What follows belongs to an exercise in optimizing a design on an open flow for small area, a short achievable clock period and few clock cycles per item; a production flow would make more cautious choices.
RTL that was checked went through simulation tests only; none was proved equivalent to the original.

## job 105
// fan_speed_controller_top
module fan_speed_controller_top (
    input  logic        i_clk,
    input  logic        i_rst_n,
    input  logic        psel,
    input  logic        penable,
    input  logic        pwrite,
    input  logic [4:0]  paddr,
    input  logic [31:0] pwdata,
    output logic [31:0] prdata,
    output logic        pready,
    input  logic        i_s_tvalid,
    output logic        o_s_tready,
    input  logic [23:0] i_s_tdata,
    output logic        o_m_tvalid,
    input  logic        i_m_tready,
    output logic [39:0] o_m_tdata
);
Size: roughly 5800 cells after synthesis, ~140 I/O pins, about 48000 µm² of cells after synthesis.
clock: 10.0 ns
lec_check: 0
abc_area: 1
cap_margin: 20
core_margin: 2
core_utilization: 40
setup_slack_margin: 5
slew_margin: 20
standard.sh (not shown) runs the stock make flow with config.mk's settings and CLKGATE_MAP_FILE= SYNTH_SCRIPT=/design/flow/synth_recipe.tcl, a recipe that flattens the netlist after the stock synthesis.
==> flow/flow/run.sh <==
#!/bin/bash
# Standard synthesis, then an inverter-pushing pass over the full adders of
# the mapped netlist (flow/invpush.py), then the standard layout from there.
set -e
set -o pipefail
cp standard.sh standard_sh_copy.log
bash standard.sh synth > synth_run.log 2>&1
RES=$(dirname "$(find orfs/results -name 1_2_yosys.v | head -1)")
cp "$RES/1_2_yosys.v" 1_2_yosys_standard.v.log
python3 flow/invpush.py 1_2_yosys_standard.v.log 1500 > invpush_out.v 2> invpush.log
cp invpush_out.v "$RES/1_2_yosys.v"
rm -f "$RES/1_synth.odb" "$RES/1_synth.sdc"
bash standard.sh finish > finish_run.log 2>&1
Other scripts of this flow, unchanged in this note and not shown: flow/flow/invpush.py
Job 105 closes out successfully: all stages finished, all timing, DRC and antenna checks passed.
Changes in job 104 relative to job 105:
-- flow/config.mk --
<<< job 105, line 11
export CORE_UTILIZATION = 40
export SETUP_SLACK_MARGIN = 5
export SLEW_MARGIN = 20
>>> job 104, line 11
export CORE_UTILIZATION = 40
export SETUP_SLACK_MARGIN = 4.8
export SLEW_MARGIN = 20
Any difference in wire length reported by the detailed router between job 104 and job 105 is small enough to ignore. On met3 track demand over resource in global routing, the lower figure sits with job 104, not job 105. Compared with job 105, in job 104 layout clock buffer count increased 8; delay of the slowest critical-path stage decreased 160 ps.
Function was not checked in any run of this note: the RTL went through the layout flow alone.

========
== red ==
Another version of the RTL of fan_speed_controller_top (not shown whole).
Size in the first run: ~6,200 cells after synthesis.
Settings: LEC_CHECK=0, ABC_AREA=1, CAP_MARGIN=20, CORE_MARGIN=2, CORE_UTILIZATION=40, SETUP_SLACK_MARGIN=4.8, SLEW_MARGIN=20; clock period 10.0 ns.
==> flow/flow/run.sh <==
#!/bin/bash
# Standard synthesis, then an inverter-pushing pass over the full and half adders of
# the mapped netlist (flow/invpush.py), then the standard layout from there.
set -e
set -o pipefail
cp standard.sh standard_sh_copy.log
bash standard.sh synth > synth_run.log 2>&1
RES=$(dirname "$(find orfs/results -name 1_2_yosys.v | head -1)")
cp "$RES/1_2_yosys.v" 1_2_yosys_standard.v.log
python3 flow/invpush.py 1_2_yosys_standard.v.log 1500 > invpush_out.v 2> invpush.log
cp invpush_out.v "$RES/1_2_yosys.v"
rm -f "$RES/1_synth.odb" "$RES/1_synth.sdc"
bash standard.sh finish > finish_run.log 2>&1
Other scripts of this flow, unchanged in this note and not shown: flow/flow/invpush.py
Testbench counts of red, summed over its fixed seeds: cycles 13,664, items 12,800.
Relative to red, the following input files were edited for blue:
- SETUP_SLACK_MARGIN: 4.8 -> 5
Results
Routed wire in blue totals more than in red.

========
Another version of the RTL of fan_speed_controller_top (not shown whole).
Size: ~140 I/O pins, roughly 46000 um^2 of cells after synthesis.
// fan_speed_controller_top
module fan_speed_controller_top (
    input  logic        i_clk,
    input  logic        i_rst_n,
    input  logic        psel,
    input  logic        penable,
    input  logic        pwrite,
    input  logic [4:0]  paddr,
    input  logic [31:0] pwdata,
    output logic [31:0] prdata,
    output logic        pready,
    input  logic        i_s_tvalid,
    output logic        o_s_tready,
    input  logic [23:0] i_s_tdata,
    output logic        o_m_tvalid,
    input  logic        i_m_tready,
    output logic [39:0] o_m_tdata
);
Settings: LEC_CHECK=0, CAP_MARGIN=20, CORE_MARGIN=2, CORE_UTILIZATION=40, SLEW_MARGIN=20; clock period 10.0 ns.
run.sh (not shown) runs the stock make flow with config.mk's settings and CLKGATE_MAP_FILE= SYNTH_SCRIPT=/design/flow/synth_recipe.tcl, a recipe that flattens the netlist after the stock synthesis.
Stock flow here: none of the scripts above is used.
Then changed:
--- a/flow/config.mk
+++ b/flow/config.mk
@@ -7,0 +8 @@
+export ABC_CLOCK_PERIOD_IN_PS = 5000
@@ -10,0 +12 @@
+export SETUP_SLACK_MARGIN = 3.5
What happened:
- sequential share of layout area came out lower by 0.90 points
- worst hold slack hardly moves
- setup slack gains 1.4 ns
- count of clock-buffer cells in the layout came out lower by 3
- first-iteration DRC count came out higher by 1.7%
Then changed:
--- a/flow/config.mk
+++ b/flow/config.mk
@@ -12 +11,0 @@
-export SETUP_SLACK_MARGIN = 3.5
After rerunning: Setup slack got worse by 1.4 ns. Routed wire length went down by a few percent. Clock-buffer cell count went up by 3. Fmax went down by about a fifth. Final area went down by a few percent. Sequential cell count stays the same. Register-to-register slack got worse by 1.4 ns. Core utilization went down by 1.7 points.
Function was not checked in any run of this note: the RTL went through the layout flow alone.

========
== run 1 ==
fan_speed_controller_top, a different RTL version from the one above (not shown whole).
Size in the first run: about 140 I/O pins, ~52000 um2 of cells after synthesis.
Settings: LEC_CHECK=0, ABC_AREA=1, CAP_MARGIN=20, CORE_MARGIN=2, CORE_UTILIZATION=65, SETUP_SLACK_MARGIN=5, SLEW_MARGIN=20; clock period 10.0 ns.
Run 1 went all the way through synthesis, placement and routing and the layout is clean on timing, DRC and antenna.
> inputs changed (run 1 -> run 2)
Settings: CORE_UTILIZATION now 40, was 65.
### Flow results
Compared with run 1, placement density in the core of run 2 is lower.
Run 2 | status: complete | timing, DRC, antenna: pass
Iteration count of the initial detailed-routing pass: run 1 and run 2 compared, lower one is run 2
Final weighted congestion in routability-driven placement ended up 0.062 lower on run 2 than on run 1.
No run of this note included a check of the RTL's function; only the layout flow was run.

==> what the ideal ports hide <==
No port has a modelled driver above. Below, the same layouts with a new extraction and two added sets of constraints. Step 1, drivers: a clkbuf_16 drives i_clk and a buf_2 each remaining input, both assumed. Step 2 also shifts input and output timing later by t, the mid clock arrival at the registers, as if the neighbouring blocks saw the same clock. a / b / c = ideal ports / drivers / drivers and shift; a / b = the first two.
run	shift t [ns]	setup slack, ns	latest minus earliest clock arrival (ns)
job 105	0.724	4.094 / 4.094 / 4.094	0.045 / 0.044
job 104	0.714	3.998 / 3.998 / 3.998	0.062 / 0.062
red	0.714	4.852 / 4.817 / 4.780	0.047 / 0.047
blue	0.706	5.011 / 5.011 / 4.775	0.034 / 0.034
the first run of note 3	0.736	0.549 / 0.549 / 0.549	0.023 / 0.023
the second run of note 3	0.716	1.956 / 1.956 / 1.956	0.038 / 0.037
the third run of note 3	0.736	0.549 / 0.549 / 0.549	0.023 / 0.023
run 1	0.734	4.596 / 4.596 / 4.475	0.057 / 0.057
run 2	0.758	4.677 / 4.677 / 4.493	0.071 / 0.071
After both steps setup and hold are still met in every run listed. The setup slack of blue, which loses most, moves by 0.000 ns with the drivers and by -0.236 ns with both steps.
